What follows belongs to an exercise in optimizing a design on an open flow for small area, a short achievable clock period and few clock cycles per item; a production flow would make more cautious choices. No functional check of the RTL was part of any run shown here.

==> flow/design.v (outline; a module is shown in full before it is edited, if it fits) <==
// module keyframe_displacement_test_core: 1295 lines
module keyframe_displacement_test_core
(
  input  wire logic        clk_i,
  input  wire logic        rst_ni,
  input  wire logic        in_valid,
  output logic             in_stall,
  input  wire logic [16:0] ref_x_i,
  input  wire logic [16:0] ref_y_i,
  input  wire logic [16:0] cur_x_i,
  input  wire logic [16:0] cur_y_i,
  input  wire logic        valid_req_i,
  input  wire logic        has_reference_i,
  input  wire logic        last_i,
  output logic             out_valid,
  input  wire logic        out_stall,
  output logic             is_keyframe_o,
  output logic [12:0]      match_count_o,
  output logic [29:0]      distance_sum_o,
  input  wire logic        cfg_valid,
  output logic             cfg_ready,
  input  wire logic [1:0]  cfg_index_i,
  input  wire logic [15:0] cfg_data_i
);
  // ...
==> flow/flow/run.sh <==
#!/bin/bash
# the standard layout, with port buffers of a plain buffer cell and setup
# repair aiming at a tighter target than the 9 ns clock
export BUFFER_PORTS_ARGS="-buffer_cell sky130_fd_sc_hd__buf_2"
export SETUP_SLACK_MARGIN=5.7
bash standard.sh > standard.log 2>&1
==> flow/standard.sh <==
#!/bin/bash
# synth_recipe.tcl (not shown) runs the flow's synth.tcl, then flattens the netlist and writes it again
# the make line also repeats each setting of config.mk as NAME=value (left out here)
make -C /OpenROAD-flow-scripts/flow DESIGN_CONFIG=/design/flow/config.mk WORK_HOME=/design/flow/orfs CLKGATE_MAP_FILE= SYNTH_SCRIPT=/design/flow/synth_recipe.tcl "${@:-finish}"
==> flow/config.mk <==
export PLATFORM = sky130hd
export DESIGN_NAME = keyframe_displacement_test_core
export DESIGN_NICKNAME = keyframe_displacement_test_core
export VERILOG_FILES = /design/flow/design.v
export SDC_FILE = /design/flow/constraint.sdc
export NUM_CORES = 4
export LEC_CHECK = 0
export CAP_MARGIN = 20
export CORE_MARGIN = 2
export CORE_UTILIZATION = 40
export SLEW_MARGIN = 20
==> flow/constraint.sdc <==
create_clock -name core_clock -period 9.0 [get_ports {clk_i}]
set_input_delay 1.8000 -clock core_clock [delete_from_list [all_inputs] [get_ports {clk_i}]]
set_output_delay 1.8000 -clock core_clock [all_outputs]
set_load 0.01 [all_outputs]
==> flow_metrics.tcl, run 1 <==
set metrics [dict create \
    status "no timing/DRC/antenna violations" \
    nonClkBufAreaFrac_pct 4.22 \
    synthTopCellsByCount "dfxtp_1, nor2_1, inv_1, ha_1, a21oi_1" \
    synth_compound_area_share_pct 9.14 \
    synth_edf_count 177 \
    hold_start "s15_hr" \
    sh_seq_area_pct 39.5 \
    cts_tree "done" \
    synth_seq_cells 1113 \
    synth_fp_nets 5583 \
    nets 5899 \
    crit_top_cell "fa_1" \
    critPathBufInv 2 \
    gp_congestion 0.828 \
    synth_xor_area_share_pct 7.54 \
    path_class "flip-flop to flip-flop" \
    top_layer "met4" \
    inverters 440 \
    nWellTaps 1742 \
    yosysTopAreaCellShare_pct 31.1 \
    num-multi-input-gates 3126 \
    n_clock_buffer 177 \
    antenna_cells 0 \
    place_inst 6583 \
    fmax_mhz 277 \
    finClkSkew_ns 0.0611 \
    end_kind "flip-flop" \
    area_dominant_class "multi-input gates" \
    syn_avg_cell_area_um2 10.9 \
    die_h_um 366 \
    reg_top3 "s1_m: 131 flops, acc_t_q: 41 flops, s2_rad: 35 flops" \
    viasPerCell 4.79 \
    largest_register_ffs 131 \
    drv_slew 0 \
    path_delay_family "compound AO/OA/AOI/OAI gates" \
    cts_buffers 116 \
    cp.arrival_ns 4.26 \
    cpPeakStageDelay_ns 0.53 \
    hpwl_um 71200 \
]
==> run 2, diff against run 1 <==
==> flow/flow/run.sh (replaced) <==
#!/bin/bash
# the standard layout, with port buffers of a plain buffer cell and setup
# repair aiming at a tighter target than the 9 ns clock
export BUFFER_PORTS_ARGS="-buffer_cell sky130_fd_sc_hd__buf_2"
export SETUP_SLACK_MARGIN=5.4
bash standard.sh > standard.log 2>&1
==> run 2 against run 1 <==
- sequential share of layout area increased by 1.6 points
- via count decreased by 1.8%
- clock-buffer cell count decreased by 17
- non-clock buffer count decreased by 139
- synthesized cell count unchanged
- flip-flop and latch count unchanged
- first-iteration DRC count increased by 5.7%
- area after synthesis unchanged
- maximum frequency decreased by 2.3%
- die area unchanged
- routed wire length decreased by 4.6%
- critical endpoint unchanged
==> flow_metrics.tcl, run 2 <==
set metrics [dict create \
    status "no timing/DRC/antenna violations" \
    gp_congestion 0.828 \
    r2r_start "s1_m[10]" \
    core_region_area_um2 130000 \
    first_pass_iters 5 \
    cts_buffers 114 \
    synth_top_family_by_area "adder cells" \
    cts.sinks 1113 \
    grt_pass1_vias 33765 \
    cp-start-kind "flip-flop" \
    yosysTopAreaCell "dfxtp_1" \
    ys_seq_area_share_pct 47.0 \
    largest_register "s1_m" \
    fin_area_um2 60000 \
    root_buffer "clkbuf_16" \
    muxShareOfSynthArea_pct 2.38 \
    vias 32808 \
    layout.cells.most_common "dfxtp_1" \
    grt_pass1_wl_um 167000 \
    grt.total_usage_pct 15.0 \
    path_class "flip-flop to flip-flop" \
    place_area_um2 55000 \
    synth_fp_nets 5583 \
    synthesis.area_um2 52500 \
    remaining_drc_errors 0 \
    nets 5756 \
    maxCapViolations 0 \
    finalHoldViolCount 0 \
    h-tree-depth 3 \
    initial_core_util_pct 40.4 \
    synth.most_common_cell "dfxtp_1" \
    yosysUniqueCellTypes 87 \
    clockBufferDepth 3 \
    fin_crit_sh_pct 41.0 \
    rr_endpoint "s2_rad[31]" \
    fin_tns_setup_ns 0 \
    hold_start "s5_rad[19]" \
    r2r_slack_ns 5.31 \
    hpwl_um 70900 \
    critPathSlowestCell "fa_1" \
    drive_above_1_share_pct 13.1 \
    cp.arrival_ns 4.30 \
    layout_common_cells "dfxtp_1, nor2_1, inv_1" \
    cp.depth 14 \
    antenna_found_initial 0 \
    synthArstFlopShare_pct 10.8 \
    required_ns 9.60 \
    synthAdderAreaFrac_pct 19.6 \
    final_cell_count_no_fill 6838 \
    syn_avg_cell_area_um2 10.9 \
    fmax_mhz 271 \
    period_needed_ns 3.69 \
    postRouteAntennaNets 0 \
    cts_tree "done" \
    cpPeakStageDelay_ns 0.53 \
    synth_xor_area_share_pct 7.54 \
    grt_start_max_net_pins 75 \
    ctsHoldBuffers 0 \
    whs_path_depth 0 \
    synth_edf_count 177 \
    die_x_um 366 \
    hold_path_class "flip-flop to flip-flop" \
    cts.reportedPaths.clkPinSlew_ns 0.06 \
    port_buffers 139 \
    die_h_um 366 \
    crit_top_cell "fa_1" \
    reg_top3 "s1_m: 131 flops, acc_t_q: 41 flops, s2_rad: 35 flops" \
    clk_latency_ns 0.72 \
    multi_input_area_um2 26300 \
    synth_compound_area_share_pct 9.14 \
    grt_overflow_total 0 \
    grt_setup_unrepaired "true" \
    yosys_most_used_dff "dfxtp_1" \
    synth_top_cells_by_area "dfxtp_1, edfxtp_1, fa_1" \
    synth_seq_cells 1113 \
    path_delay_family "compound AO/OA/AOI/OAI gates" \
    tightest_slew_ns 0.881 \
    synthTopCellsByCount "dfxtp_1, nor2_1, inv_1, ha_1, a21oi_1" \
    path_cells "inv_2 -> fa_1 -> inv_1 -> fa_1 -> ha_4 -> o21ai_1 -> o21bai_1 -> o21a_4 -> a31oi_4 -> o31ai_2 -> a311o_1 -> a2111o_1 -> a21oi_2 -> xnor2_1" \
    yosys.area_share.simple_pct 10.0 \
    pin_count 141 \
    dr.first_iter.drc_count 1639 \
    drt-total-wl_um 100000 \
    place_inst 6577 \
    syn_inst 4824 \
    regArea_um2 24700 \
    hold_end "s6_rad[19]" \
    antenna_cells 0 \
    setup_violations 0 \
    end_kind "flip-flop" \
    synth_warnings 2 \
    largest_register_ffs 131 \
    post_drt_wl_per_cell_um 14.6 \
    yosysTopAreaCellShare_pct 31.1 \
    critPathBufInv 2 \
    drv_slew 0 \
    area.growth.synth_to_final_pct 14.2 \
    reg2reg_depth 14 \
    viasPerCell 4.80 \
    final.fill_count 11988 \
    core.rowCount 132 \
    die_area_um2 134000 \
    relSlewSlack_pct 41.3 \
    path_max_fanout 4 \
    finClkSkew_ns 0.0313 \
]
==> run 2: changes by cell type in the layout (fill, tap and decap cells not counted), moves of 22 or more <==
cell,change
ha_4,-37
ha_1,+27
buf_6,-25
fa_2,-29
fa_1,+29
nor2_1,+33
buf_4,-94
nor2_2,-22
==> run 2: what timing repair did <==
action / 4_1_cts / 5_1_grt
resized for setup: 87 / 55
endpoints found under the setup margin: 87 / 69
hold endpoints to repair: 0 / 0
buffers inserted: 23 / 20
gates cloned: 0 / 3
pin swaps: 26 / 51
==> run 2: layer usage <==
metal  track usage [%]  up-vias  routed length [µm]
li1                  -    16370                   -
met1              18.5    15659               44400
met2              26.3      599               48500
met3              2.78      180                4390
met4              4.72        0                2700
met5                 0        -                   0
==> run 2: worst max path at each step <==
stage / startpoint / endpoint / slack (ns)
after floorplan: ref_x_i[0] / s0_dx[16] / 5.37
after global placement: s1_m[22] / s2_rad[34] / 4.72
after detailed placement: s16_vr / acc_sum_q[23] / 4.72
after CTS: s1_m[22] / s2_rad[31] / 5.30
after global routing: s1_m[50] / s2_rad[34] / 5.14
final: s1_m[10] / s2_rad[31] / 5.31
==> run 2: cells by family after synthesis <==
family	Yosys count
and+or+nand+nor	1117
DFF	1113
AOI/OAI and AO/OA	771
adders and majority gates	667
buffers and inverters	589
xor gates and xnor gates	452
muxes	114
other	1
==> run 2: stage by stage <==
step                hold WS (ns)  util (%)  setup slack, ns
finish                     0.308      46.1             5.31
global route               0.324      46.1             5.14
CTS                        0.313      45.8             5.30
detailed placement         0.312      42.4             4.72
global placement           0.310      42.3             4.72
floorplan                  0.310         -             5.37
==> run 2: worst reg2reg max path, cell delays in order, from the launching register on <==
cell	delay, ns
dfxtp_2	0.32
inv_2	0.03
fa_1	0.52
inv_1	0.05
fa_1	0.53
ha_4	0.22
o21ai_1	0.08
o21bai_1	0.13
o21a_4	0.26
a31oi_4	0.18
o31ai_2	0.10
a311o_1	0.46
a2111o_1	0.44
a21oi_2	0.18
xnor2_1	0.09
==> run 2: cell type report <==
class                   count  share of cell area (%)
well taps                1742                    3.63
repair buffers            204                    2.07
clock inverters            55                    1.06
inverters                 440                    2.77
clock buffers             160                    5.41
multi-input cells        3124                    43.9
flip-flops and latches   1113                    41.1
==> run 3, diff against run 2 <==
--- a/flow/config.mk
+++ b/flow/config.mk
@@ -8,4 +8,4 @@
 export CAP_MARGIN = 20
 export CORE_MARGIN = 2
-export CORE_UTILIZATION = 40
+export CORE_UTILIZATION = 60
 export SLEW_MARGIN = 20
==> run 3 against run 2 <==
- hold slack got worse by 0.0073 ns
- clock-buffer cell count shrank 2
- clock skew rose by 0.016 ns
- register-to-register slack improved by 0.07 ns
- area after synthesis unchanged
- setup slack improved by 0.066 ns
- flip-flop and latch count stayed put
- utilization rose by 22 points
- largest cell class unchanged
- first-iteration DRC count up 11%
- critical path type unchanged
- critical endpoint unchanged
- final cell count fell by 8.4%
- still clean on timing, DRC and antenna
- global-route usage grew 7.5 points
==> flow_metrics.tcl, run 3 <==
set metrics [dict create \
    status "no timing/DRC/antenna violations" \
    vias 32846 \
    utilization_pct 68.5 \
    root_buffer "clkbuf_16" \
    core_region_area_um2 86800 \
    cp-start-kind "flip-flop" \
    grt_pass1_vias 33010 \
    largest_register "s1_m" \
    dr.first_iter.drc_count 1817 \
    hold_start "s4_rad[8]" \
    synthArstFlopShare_pct 10.8 \
    antenna_cells 0 \
    grt_start_max_net_pins 75 \
    period_needed_ns 3.63 \
    layout.cells.most_common "dfxtp_1" \
    drt-total-wl_um 99900 \
    grt.total_usage_pct 22.5 \
    hold_path_class "flip-flop to flip-flop" \
    clockBufferDepth 3 \
    cp.arrival_ns 4.26 \
    fin_crit_sh_pct 40.3 \
    multi_input_area_um2 26300 \
    final.fill_count 6596 \
    r2r_start "s1_m[24]" \
    drive_above_1_share_pct 13.4 \
    gp_congestion 0.834 \
    relSlewSlack_pct 36.6 \
    maxCapViolations 0 \
    finalHoldViolCount 0 \
    grt_pass1_wl_um 165000 \
    viasPerCell 5.25 \
    remaining_drc_errors 0 \
    postRouteAntennaNets 0 \
    synth_warnings 2 \
    pin_count 141 \
    clk_latency_ns 0.70 \
    post_drt_wl_per_cell_um 16.0 \
    reg_top3 "s1_m: 131 flops, acc_t_q: 41 flops, s2_rad: 35 flops" \
    synth_edf_count 177 \
    cts_buffers 111 \
    fin_tns_setup_ns 0 \
    port_buffers 139 \
    yosysTopAreaCell "dfxtp_1" \
    synth_fp_nets 5583 \
    yosys_most_used_dff "dfxtp_1" \
    antenna_found_initial 0 \
    setup_violations 0 \
    largest_register_ffs 131 \
    synth_seq_cells 1113 \
    synthesis.area_um2 52500 \
    final_cell_count_no_fill 6262 \
    grt_overflow_total 0 \
    finClkSkew_ns 0.0470 \
    yosysUniqueCellTypes 87 \
    die_x_um 300 \
    die_area_um2 89900 \
    grt_setup_unrepaired "true" \
    synth_top_cells_by_area "dfxtp_1, edfxtp_1, fa_1" \
    first_pass_iters 5 \
    h-tree-depth 3 \
    required_ns 9.63 \
    core.rowCount 108 \
    cts.reportedPaths.clkPinSlew_ns 0.06 \
    regArea_um2 24700 \
    cts.sinks 1113 \
    path_max_fanout 4 \
    initial_core_util_pct 60.5 \
    synthTopCellsByCount "dfxtp_1, nor2_1, inv_1, ha_1, a21oi_1" \
    syn_inst 4824 \
    hpwl_um 70900 \
    worst_slack_ns 5.37 \
    critPathLaunch "s1_m[24]" \
    drv_slew 0 \
    place_inst 5996 \
    syn_avg_cell_area_um2 10.9 \
    tightest_slew_ns 0.950 \
    die_h_um 300 \
    layout_common_cells "dfxtp_1, nor2_1, inv_1" \
    path_class "flip-flop to flip-flop" \
    fmax_mhz 276 \
    area.growth.synth_to_final_pct 13.2 \
    ys_seq_area_share_pct 47.0 \
    nets 5772 \
    end_kind "flip-flop" \
    synth.most_common_cell "dfxtp_1" \
    cts_tree "done" \
    yosysTopAreaCellShare_pct 31.1 \
    pre_cts_ws_ns 4.81 \
]
-- run 3: layout make-up --
| type | instances | area share (%) |
|---|---|---|
| inverter | 440 | 2.79 |
| clock buffer | 158 | 5.48 |
| tap | 1155 | 2.43 |
| multi-input combinational | 3122 | 44.3 |
| clock inverter | 49 | 1.06 |
| sequential | 1113 | 41.5 |
| timing repair buffer | 225 | 2.42 |
-- run 3: cell families after synthesis --
kind of cell / after synthesis / share of synthesized area (%)
compound gates: 771 / 9.14
xor+xnor: 452 / 7.54
fa+ha+maj: 667 / 19.6
buf+inv: 589 / 4.31
flops: 1113 / 47.0
mux: 114 / 2.38
other cells: 1 / 0.00714
simple gates: 1117 / 10.0
-- run 3: worst max-delay path: stages (launching register included) --
cell and delay, ns:
dfxtp_1 0.31, inv_1 0.05, fa_1 0.50, fa_1 0.51
inv_2 0.05, ha_4 0.23, a21oi_4 0.17, nand2b_1 0.09
o21a_4 0.23, a31oi_4 0.22, o31ai_2 0.10, a311o_1 0.43
a2111o_1 0.42, a21oi_2 0.16, xnor2_1 0.12
-- run 3: metrics by stage --
| stage | instance area, µm² | hold slack (ns) |
|---|---|---|
| 2_1_floorplan | 52600 | 0.310 |
| 3_3_place_gp | 54300 | 0.310 |
| 3_5_place_dp | 54400 | 0.312 |
| 4_1_cts | 58900 | 0.285 |
| 5_1_grt | 59400 | 0.293 |
| 6_report | 59400 | 0.301 |
-- run 3: per-layer routing --
layer  vias up  GRT usage [%]  wire [µm]
li1      16395              -          -
met1     15615           30.1      45700
met2       664           37.5      46800
met3       172           3.82       4720
met4         0           6.76       2670
met5         -              0          0
-- run 3: worst paths after layout --
kind	to	slack, ns	cells after the start
max	s2_rad[31]	5.37	14
min	s5_rad[8]	0.30	0
max reg2reg	s2_rad[31]	5.37	14
min reg2reg	s5_rad[8]	0.30	0
max in group asynchronous	width_q[2]	6.55	2
min in group asynchronous	min_matches_q[5]	1.12	1
-- run 3: what timing repair did --
action	in CTS	in global routing
setup buffers	33	25
resized for setup	83	73
endpoints found under the setup margin	90	77
cloned	0	1
hold buffers	0	0
pin swaps	27	42
==> run 4, diff against run 3 <==
--- a/flow/config.mk
+++ b/flow/config.mk
@@ -9,3 +9,4 @@
 export CORE_MARGIN = 2
 export CORE_UTILIZATION = 60
+export CTS_BUF_LIST = sky130_fd_sc_hd__clkbuf_4 sky130_fd_sc_hd__clkbuf_8
 export SLEW_MARGIN = 20
==> run 4 against run 3 <==
- still clean
- final cell count is 1.8% higher
- maximum frequency decreased by 0.78%
- hold slack gained 0.0039 ns
- via count increased by 0.74%
- area after synthesis is the same
- routed wire length barely moved
- setup slack got worse by 0.029 ns
- utilization barely moved
- critical endpoint unchanged
- largest cell class unchanged
==> flow_metrics.tcl, run 4 <==
set metrics [dict create \
    yosysUniqueCellTypes 87 \
    grt_pass1_wl_um 165000 \
    cts_tree "done" \
    cts.sinks 1113 \
    grt_setup_unrepaired "true" \
    syn_inst 4824 \
    fin_crit_sh_pct 40.6 \
    reg2reg_depth 14 \
    core_region_area_um2 86800 \
    cp.arrival_ns 4.40 \
    r2r_slack_ns 5.34 \
    grt_overflow_total 0 \
    busiest_layer "met2" \
    maxCapViolations 0 \
    path_class "flip-flop to flip-flop" \
    setup_violations 0 \
    drive_above_1_share_pct 15.5 \
    nets 5833 \
    drv_slew 0 \
    layout.cells.most_common "dfxtp_1" \
    met3_usage_pct 4.46 \
    relSlewSlack_pct 39.1 \
    fmax_mhz 273 \
    crit_top_cell "fa_1" \
    grt.total_usage_pct 22.6 \
    ys_seq_area_share_pct 47.0 \
    synth.most_common_cell "dfxtp_1" \
    grt_pass1_vias 33437 \
    cts_buffers 177 \
    core.rowCount 108 \
    drt-total-wl_um 100000 \
    postRouteAntennaNets 0 \
    hold_start "s8_rad[10]" \
    cts.reportedPaths.clkPinSlew_ns 0.06 \
    post_drt_wl_per_cell_um 15.7 \
    final.fill_count 6695 \
    rr_endpoint "s2_rad[31]" \
    dr.first_iter.drc_count 1712 \
    clk_latency_ns 0.85 \
    yosysTopAreaCell "dfxtp_1" \
    synth_edf_count 177 \
    clockBufferDepth 3 \
    regArea_um2 24700 \
    yosys_most_used_dff "dfxtp_1" \
    finClkSkew_ns 0.0408 \
    multi_input_area_um2 26300 \
    critPathBufInv 2 \
    period_needed_ns 3.66 \
    root_buffer "clkbuf_8" \
    die_h_um 300 \
    path_max_fanout 4 \
    gp_congestion 0.834 \
    met1_usage_pct 29.9 \
    syn_avg_cell_area_um2 10.9 \
    hpwl_um 70900 \
    synth_top_cells_by_area "dfxtp_1, edfxtp_1, fa_1" \
    largest_register_ffs 131 \
    layout_common_cells "dfxtp_1, nor2_1, inv_1" \
    hold_end "s9_rad[10]" \
    fin_tns_setup_ns 0 \
    vias 33088 \
    viasPerCell 5.19 \
    remaining_drc_errors 0 \
    yosysTopAreaCellShare_pct 31.1 \
    pin_count 141 \
    critPathSlowestCell "fa_1" \
    r2r_start "s1_m[10]" \
    ctsHoldBuffers 0 \
    initial_core_util_pct 60.5 \
    synth_fp_nets 5583 \
    end_kind "flip-flop" \
    cp-start-kind "flip-flop" \
    synth_seq_cells 1113 \
    path_delay_family "compound AO/OA/AOI/OAI gates" \
    whs_path_depth 0 \
    area.growth.synth_to_final_pct 13.1 \
    synthTopCellsByCount "dfxtp_1, nor2_1, inv_1, ha_1, a21oi_1" \
    synth_warnings 2 \
    utilization_pct 68.5 \
    synthesis.area_um2 52500 \
    status "no timing/DRC/antenna violations" \
    cpPeakStageDelay_ns 0.54 \
    tightest_slew_ns 0.913 \
    path_cells "inv_2 -> fa_1 -> inv_1 -> fa_1 -> ha_4 -> o21ai_4 -> o21bai_4 -> o21a_4 -> a31oi_4 -> o31ai_4 -> a311o_1 -> a2111o_1 -> a21oi_2 -> xnor2_1" \
    hold_path_class "flip-flop to flip-flop" \
    finalHoldViolCount 0 \
    synthArstFlopShare_pct 10.8 \
    required_ns 9.74 \
    die_x_um 300 \
    reg_top3 "s1_m: 131 flops, acc_t_q: 41 flops, s2_rad: 35 flops" \
    use_met2_pct 37.2 \
    antenna_found_initial 1 \
    die_area_um2 89900 \
    grt_start_max_net_pins 75 \
    port_buffers 139 \
    largest_register "s1_m" \
    h-tree-depth 4 \
    first_pass_iters 5 \
]
run 4: cell counts after synthesis:
Identical to the previous run, type by type.
run 4: worst max path at each step:
stage,from,to,slack [ns],cells past startpoint
detailed placement,s16_vr,acc_sum_q[23],4.81,14
CTS,s1_m[12],s2_rad[34],5.31,16
global route,s1_m[24],s2_rad[31],5.26,14
floorplan,ref_x_i[0],s0_dx[16],5.37,12
global placement,acc_open_q,acc_t_q[26],4.89,13
finish,s1_m[10],s2_rad[31],5.34,14
run 4: layout make-up:
class	instances	share of cell area, %
flip-flops and latches	1113	41.5
inverters	440	2.79
clock inverters	45	0.834
diodes	5	0.0211
multi-input cells	3123	44.4
clock buffers	276	5.69
well taps	1155	2.43
repair buffers	219	2.33
run 4: logic make-up after synthesis:
group / Yosys count / share of synthesized area, %
AO/OA/AOI/OAI: 771 / 9.14
multiplexers: 114 / 2.38
other: 1 / 0.00714
buffers and inverters: 589 / 4.31
flip-flops: 1113 / 47.0
AND/OR/NAND/NOR: 1117 / 10.0
adder cells (fa/ha/maj): 667 / 19.6
XOR/XNOR: 452 / 7.54
run 4: per-layer routing:
| layer | vias up | wire (µm) |
|---|---|---|
| met3 | 179 | 5050 |
| met2 | 700 | 46600 |
| met5 | - | 0 |
| met4 | 0 | 2500 |
| li1 | 16567 | - |
| met1 | 15642 | 45800 |
run 4: repair_timing:
item,4_1_cts,5_1_grt
pin swaps,27,45
cloned,0,2
setup endpoints to repair,90,72
resized for setup,87,74
setup buffers,31,21
run 4: metrics by stage:
step | worst slack, ns | cell area (µm²) | std cells | hold slack [ns]
detailed placement | 4.81 | 54400 | 5996 | 0.312
finish | 5.34 | 59400 | 6376 | 0.305
floorplan | 5.37 | 52600 | 4824 | 0.310
CTS | 5.31 | 58900 | 6348 | 0.301
global placement | 4.89 | 54300 | 5995 | 0.310
global route | 5.26 | 59400 | 6376 | 0.304
==> run 5, diff against run 4 <==
--- a/flow/config.mk
+++ b/flow/config.mk
@@ -8,5 +8,5 @@
 export CAP_MARGIN = 20
 export CORE_MARGIN = 2
-export CORE_UTILIZATION = 60
-export CTS_BUF_LIST = sky130_fd_sc_hd__clkbuf_4 sky130_fd_sc_hd__clkbuf_8
+export CORE_UTILIZATION = 70
+export CTS_BUF_LIST = sky130_fd_sc_hd__clkbuf_4
 export SLEW_MARGIN = 20
==> run 5 against run 4 <==
- non-clock buffer count grew 6
- die area shrank 14%
- critical path type unchanged
- utilization rose by 11 points
- clock-buffer cell count up 142
- maximum frequency is 1.3% lower
- largest cell class unchanged
- register-to-register slack worse by 0.05 ns
- routed wire length grew 0.99%
- first-iteration DRC count is 10% higher
- via count is 4.7% higher
- final area decreased by 0.82%
- setup slack got worse by 0.049 ns
==> flow_metrics.tcl, run 5 <==
set metrics [dict create \
    yosysTopAreaCellShare_pct 31.1 \
    finClkSkew_ns 0.136 \
    fmax_mhz 270 \
    gp_congestion 0.877 \
    maxCapViolations 0 \
    r2r_start "s1_m[22]" \
    cts_buffers 297 \
    viasPerCell 5.44 \
    cts.sinks 1113 \
    drt-total-wl_um 101000 \
    period_needed_ns 3.71 \
    regArea_um2 24700 \
    path_cells "inv_2 -> fa_1 -> fa_1 -> inv_2 -> ha_4 -> nand2_4 -> or3_4 -> a31oi_4 -> o311ai_4 -> a211oi_2 -> buf_4 -> a21oi_4 -> mux2_4 -> a21oi_2 -> xnor2_1" \
    first_pass_iters 5 \
    place_inst 5804 \
    largest_register_ffs 131 \
    grt_pass1_vias 35749 \
    whs_path_depth 0 \
    place_area_um2 54100 \
    rr_endpoint "s2_rad[34]" \
    grt_pass1_wl_um 167000 \
    yosys_most_used_dff "dfxtp_1" \
    synthArstFlopShare_pct 10.8 \
    hpwl_um 70200 \
    crit_end "s2_rad[34]" \
    critPathLaunch "s1_m[22]" \
    reg2reg_depth 15 \
    antenna_found_initial 2 \
    h-tree-depth 5 \
    path_class "flip-flop to flip-flop" \
    grt_setup_unrepaired "true" \
    synth_warnings 2 \
    cts.reportedPaths.clkPinSlew_ns 0.07 \
    synthTopCellsByCount "dfxtp_1, nor2_1, inv_1, ha_1, a21oi_1" \
    critPathSlowestCell "fa_1" \
    cts_tree "done" \
    initial_core_util_pct 70.7 \
    pre_cts_ws_ns 4.85 \
    reg_top3 "s1_m: 131 flops, acc_t_q: 41 flops, s2_rad: 35 flops" \
    die_h_um 278 \
    area.growth.synth_to_final_pct 12.2 \
    synth_fp_nets 5583 \
    hold_path_class "flip-flop to flip-flop" \
    die_x_um 278 \
    layout_common_cells "dfxtp_1, nor2_1, inv_1" \
    cp-start-kind "flip-flop" \
    path_delay_family "adder cells" \
    layout.cells.most_common "dfxtp_1" \
    relSlewSlack_pct 39.4 \
    finalHoldViolCount 0 \
    syn_inst 4824 \
    root_buffer "clkbuf_4" \
    final_cell_count_no_fill 6371 \
    synth.most_common_cell "dfxtp_1" \
    met1_usage_pct 32.9 \
    core_region_area_um2 74300 \
    post_drt_wl_per_cell_um 15.8 \
    dr.first_iter.drc_count 1889 \
    busiest_layer "met2" \
    ys_seq_area_share_pct 47.0 \
    syn_avg_cell_area_um2 10.9 \
    fin_tns_setup_ns 0 \
    postRouteAntennaNets 0 \
    yosysUniqueCellTypes 87 \
    synthesis.area_um2 52500 \
    nets 5960 \
    synth_seq_cells 1113 \
    drv_slew 0 \
    use_met2_pct 44.5 \
    clockBufferDepth 4 \
    clk_latency_ns 1.14 \
    grt_start_max_net_pins 75 \
    largest_register "s1_m" \
    critPathBufInv 3 \
    final.fill_count 4876 \
    setup_violations 0 \
    synth_top_cells_by_area "dfxtp_1, edfxtp_1, fa_1" \
    status "no timing/DRC/antenna violations" \
    multi_input_area_um2 26400 \
    core.rowCount 100 \
    utilization_pct 79.3 \
    met3_usage_pct 5.72 \
    remaining_drc_errors 0 \
    drive_above_1_share_pct 17.7 \
    cp.depth 15 \
    r2r_slack_ns 5.29 \
    cp.arrival_ns 4.61 \
    required_ns 9.90 \
    tightest_slew_ns 0.909 \
    cpPeakStageDelay_ns 0.53 \
    yosysTopAreaCell "dfxtp_1" \
    synth_edf_count 177 \
    die_area_um2 77200 \
    grt_overflow_total 0 \
    vias 34636 \
    worst_slack_ns 5.29 \
    end_kind "flip-flop" \
    port_buffers 139 \
    path_max_fanout 3 \
    fin_area_um2 58900 \
    grt.total_usage_pct 26.4 \
    fin_crit_sh_pct 41.2 \
    pin_count 141 \
]
run 5: cell counts after synthesis:
Identical to the previous run, type by type.
run 5: worst min-delay path by stage:
stage               startpoint          to  slack [ns]
detailed placement   s9_rad[8]  s10_rad[8]        0.31
finish               s3_rad[3]   s4_rad[3]        0.26
global route         s3_rad[3]   s4_rad[3]        0.22
global placement     s3_rad[5]   s4_rad[5]        0.31
floorplan                s9_hr      s10_hr        0.31
CTS                  s3_rad[3]   s4_rad[3]        0.24
run 5: metrics by stage:
step	hold slack (ns)
2_1_floorplan	0.310
3_3_place_gp	0.310
3_5_place_dp	0.312
4_1_cts	0.242
5_1_grt	0.217
6_report	0.260
run 5: per-layer routing:
metal | routed length, µm | part of all wire, % | up-vias
met4 | 3160 | 3.1 | 0
met5 | 0 | 0 | -
met2 | 48600 | 48 | 978
met3 | 5800 | 5.7 | 277
li1 | - | - | 16965
met1 | 43400 | 43 | 16416
run 5: layout make-up:
cell class | instances | share of cell area (%)
timing repair buffer | 225 | 2.41
clock buffer | 418 | 5.33
inverter | 440 | 2.82
antenna | 6 | 0.0255
sequential | 1113 | 41.9
clock inverter | 76 | 0.697
multi-input combinational | 3124 | 44.8
tap | 969 | 2.06
run 5: cells by family (layout without fill, tap and decap cells):
logic type                 count (synthesis)  count (layout)  share of synthesized area (%)
and+or+nand+nor                         1117            1118                           10.0
DFF                                     1113            1113                           47.0
AOI/OAI and AO/OA                        771             772                           9.14
xor gates and xnor gates                 452             452                           7.54
muxes                                    114             114                           2.38
adders and majority gates                667             667                           19.6
other                                      1               7                        0.00714
buffers and inverters                    589            1159                           4.31
run 5: what timing repair did:
action	CTS	global route
cloned	1	2
buffers inserted	21	43
hold buffers	0	0
resized for setup	89	79
pin swaps	19	43
endpoints found under the setup margin	80	70
run 5: worst register-to-register path: stages (launching register included):
cell and delay, ns:
dfxtp_2 0.33, inv_2 0.04, fa_1 0.49, fa_1 0.53, inv_2 0.05, ha_4 0.29, nand2_4 0.06, or3_4 0.41
a31oi_4 0.21, o311ai_4 0.14, a211oi_2 0.26, buf_4 0.17, a21oi_4 0.06, mux2_4 0.30, a21oi_2 0.13, xnor2_1 0.12
==> run 6, diff against run 5 <==
==> flow/run.sh (new file) <==
#!/bin/bash
# synth_recipe.tcl (not shown) runs the flow's synth.tcl, then flattens the netlist and writes it again
# the make line also repeats each setting of config.mk as NAME=value (left out here)
make -C /OpenROAD-flow-scripts/flow DESIGN_CONFIG=/design/flow/config.mk WORK_HOME=/design/flow/orfs CLKGATE_MAP_FILE= SYNTH_SCRIPT=/design/flow/synth_recipe.tcl finish
--- a/flow/config.mk
+++ b/flow/config.mk
@@ -8,5 +8,5 @@
 export CAP_MARGIN = 20
 export CORE_MARGIN = 2
-export CORE_UTILIZATION = 70
-export CTS_BUF_LIST = sky130_fd_sc_hd__clkbuf_4
+export CORE_UTILIZATION = 40
+export SETUP_SLACK_MARGIN = 5
 export SLEW_MARGIN = 20
removed: flow/flow/run.sh
removed: flow/standard.sh
==> run 6 against run 5 <==
- maximum frequency decreased by 4.3%
- clock-buffer cell count decreased by 267
- global-route usage decreased by 12 points
- die area increased by 74%
- register-to-register slack got worse by 0.17 ns
- largest cell class unchanged
==> flow_metrics.tcl, run 6 <==
set metrics [dict create \
    status "no timing/DRC/antenna violations" \
    fin_tns_setup_ns 0 \
    synth_top_family_by_area "adder cells" \
    cts_buffers 116 \
    end_kind "flip-flop" \
    fmax_mhz 258 \
    grt_overflow_total 0 \
    pre_cts_ws_ns 4.01 \
    initial_core_util_pct 40.4 \
    final.fill_count 12081 \
    root_buffer "clkbuf_16" \
    die_h_um 366 \
    yosysUniqueCellTypes 87 \
    relSlewSlack_pct 34.7 \
    yosys_most_used_dff "dfxtp_1" \
    path_class "flip-flop to flip-flop" \
    cts.sinks 1113 \
    maxCapViolations 0 \
    gp_congestion 0.814 \
    muxShareOfSynthArea_pct 2.38 \
    cp.arrival_ns 4.49 \
    hpwl_um 71200 \
    path_max_fanout 18 \
    synth_compound_area_share_pct 9.14 \
    worst_slack_ns 5.13 \
    clockBufferDepth 3 \
    synth_seq_cells 1113 \
    synth.most_common_cell "dfxtp_1" \
    antenna_found_initial 0 \
    fin_crit_sh_pct 43.0 \
    syn_avg_cell_area_um2 10.9 \
    cts_tree "done" \
    place_area_um2 55700 \
    vias 32683 \
    largest_register_ffs 131 \
    clk_latency_ns 0.75 \
    grt_start_max_net_pins 77 \
    antenna_cells 0 \
    syn_inst 4824 \
    yosysTopAreaCell "dfxtp_1" \
    die_x_um 366 \
    viasPerCell 4.80 \
    h-tree-depth 3 \
    synthesis.area_um2 52500 \
    fin_area_um2 60100 \
    drt-total-wl_um 98000 \
    die_area_um2 134000 \
    synthTopCellsByCount "dfxtp_1, nor2_1, inv_1, ha_1, a21oi_1" \
    pin_count 141 \
    critPathSlowestCell "ha_1" \
    dr.first_iter.drc_count 1682 \
    layout_common_cells "dfxtp_1, nor2_1, inv_1" \
    hold_path_class "flip-flop to flip-flop" \
    grt_setup_unrepaired "true" \
    remaining_drc_errors 0 \
    area.growth.synth_to_final_pct 14.4 \
    yosysTopAreaCellShare_pct 31.1 \
    crit_top_cell "fa_1" \
    core.rowCount 132 \
    cpPeakStageDelay_ns 0.65 \
    finClkSkew_ns 0.0761 \
    synth_warnings 2 \
    reg_top3 "s1_m: 131 flops, acc_t_q: 41 flops, s2_rad: 35 flops" \
    nets 5723 \
    post_drt_wl_per_cell_um 14.4 \
    ys_seq_area_share_pct 47.0 \
    ctsHoldBuffers 0 \
    grt_pass1_vias 33820 \
    first_pass_iters 5 \
    core_region_area_um2 130000 \
    port_buffers 139 \
    synthArstFlopShare_pct 10.8 \
    period_needed_ns 3.87 \
    layout.cells.most_common "dfxtp_1" \
    cts.reportedPaths.clkPinSlew_ns 0.06 \
    postRouteAntennaNets 0 \
    cp-start-kind "flip-flop" \
    synth_fp_nets 5583 \
    synthAdderAreaFrac_pct 19.6 \
    drive_above_1_share_pct 8.69 \
    synth_edf_count 177 \
    yosys.area_share.simple_pct 10.0 \
    finalHoldViolCount 0 \
    largest_register "s1_m" \
    utilization_pct 46.2 \
    setup_violations 0 \
    path_cells "ha_1 -> or2_2 -> fa_1 -> inv_1 -> fa_1 -> fa_1 -> fa_1" \
    grt_pass1_wl_um 165000 \
    synth_top_cells_by_area "dfxtp_1, edfxtp_1, fa_1" \
    timing.hold.ws_ns 0.298 \
    tightest_slew_ns 0.980 \
    drv_slew 0 \
    synth_xor_area_share_pct 7.54 \
    required_ns 9.62 \
    grt.total_usage_pct 14.8 \
]
[run 6: cell counts after synthesis]
Identical to the previous run, type by type.
[run 6: final cells by class]
type	instances	area (µm²)	area share, %
Inverter	440	1650	2.75
Tap cell	1742	2180	3.63
Clock buffer	151	3190	5.32
Sequential cell	1113	24700	41.1
Timing Repair Buffer	171	1670	2.77
Multi-Input combinational cell	3122	25800	43.0
Clock inverter	66	918	1.53
[run 6: kinds of logic after synthesis]
group / Yosys count
flops: 1113
buf+inv: 589
other cells: 1
compound gates: 771
xor+xnor: 452
simple gates: 1117
mux: 114
fa+ha+maj: 667
[run 6: per-stage QoR]
stage,instances
after floorplan,4824
after global placement,6581
after detailed placement,6583
after CTS,6801
after global routing,6805
final,6805
[run 6: final timing paths]
path	slack, ns	from	depth (start not counted)	to
worst max-delay path	5.13	s0_dy[17]	7	s1_m[58]
worst min-delay path	0.30	s11_hr	0	s12_hr
min in group asynchronous	1.04	rst_ni	1	sl1_v_q
worst max register to register	5.13	s0_dy[17]	7	s1_m[58]
worst min register to register	0.30	s11_hr	0	s12_hr
max in group asynchronous	6.85	rst_ni	2	mw_q[7]
[run 6: repair_timing]
action,4_1_cts,5_1_grt
pin swaps,1,10
buffers inserted,1,4
endpoints found under the setup margin,67,31
gates cloned,0,0
resized for setup,23,33
[run 6: routing by layer]
metal / up-vias / wire length, µm / GRT usage (%)
li1: 16289 / - / -
met1: 15618 / 43500 / 18.1
met3: 169 / 4190 / 2.60
met2: 607 / 47600 / 25.8
met4: 0 / 2650 / 5.50
met5: - / 0 / 0
[run 6: critical path, delay by kind of cell (launching register included)]
kind	cells	cell delay, ns
buf+inv	1	0.06
simple gates	1	0.46
fa+ha+maj	5	2.64
flops	1	0.59

static timing again, ports no longer ideal:
Ports are ideal in the flow. The routed layouts listed here were re-timed in OpenROAD. Step 1 assumes that a clkbuf_16 drives the clock port and a buf_2 every other input. Step 2 also shifts input and output timing later by t, the mid clock arrival at the registers, as if the neighbouring blocks saw the same clock. a / b / c = ideal ports / drivers / drivers and shift; a / b = the first two.
run	t, ns	setup slack, ns	worst hold slack (ns)
run 1	0.788	5.391 / 5.391 / 5.080	0.275 / 0.275 / 0.275
run 2	0.776	5.306 / 5.306 / 4.958	0.308 / 0.308 / 0.308
run 3	0.749	5.372 / 5.372 / 4.966	0.301 / 0.301 / 0.301
run 4	0.891	5.343 / 5.343 / 4.885	0.305 / 0.305 / 0.305
run 5	1.117	5.294 / 5.294 / 4.854	0.260 / 0.260 / 0.260
run 6	0.779	5.128 / 5.128 / 4.499	0.298 / 0.298 / 0.298
After both steps setup and hold are still met in every run listed. The setup slack of run 6, which loses most, moves by 0.000 ns with the drivers and by -0.629 ns with both steps.
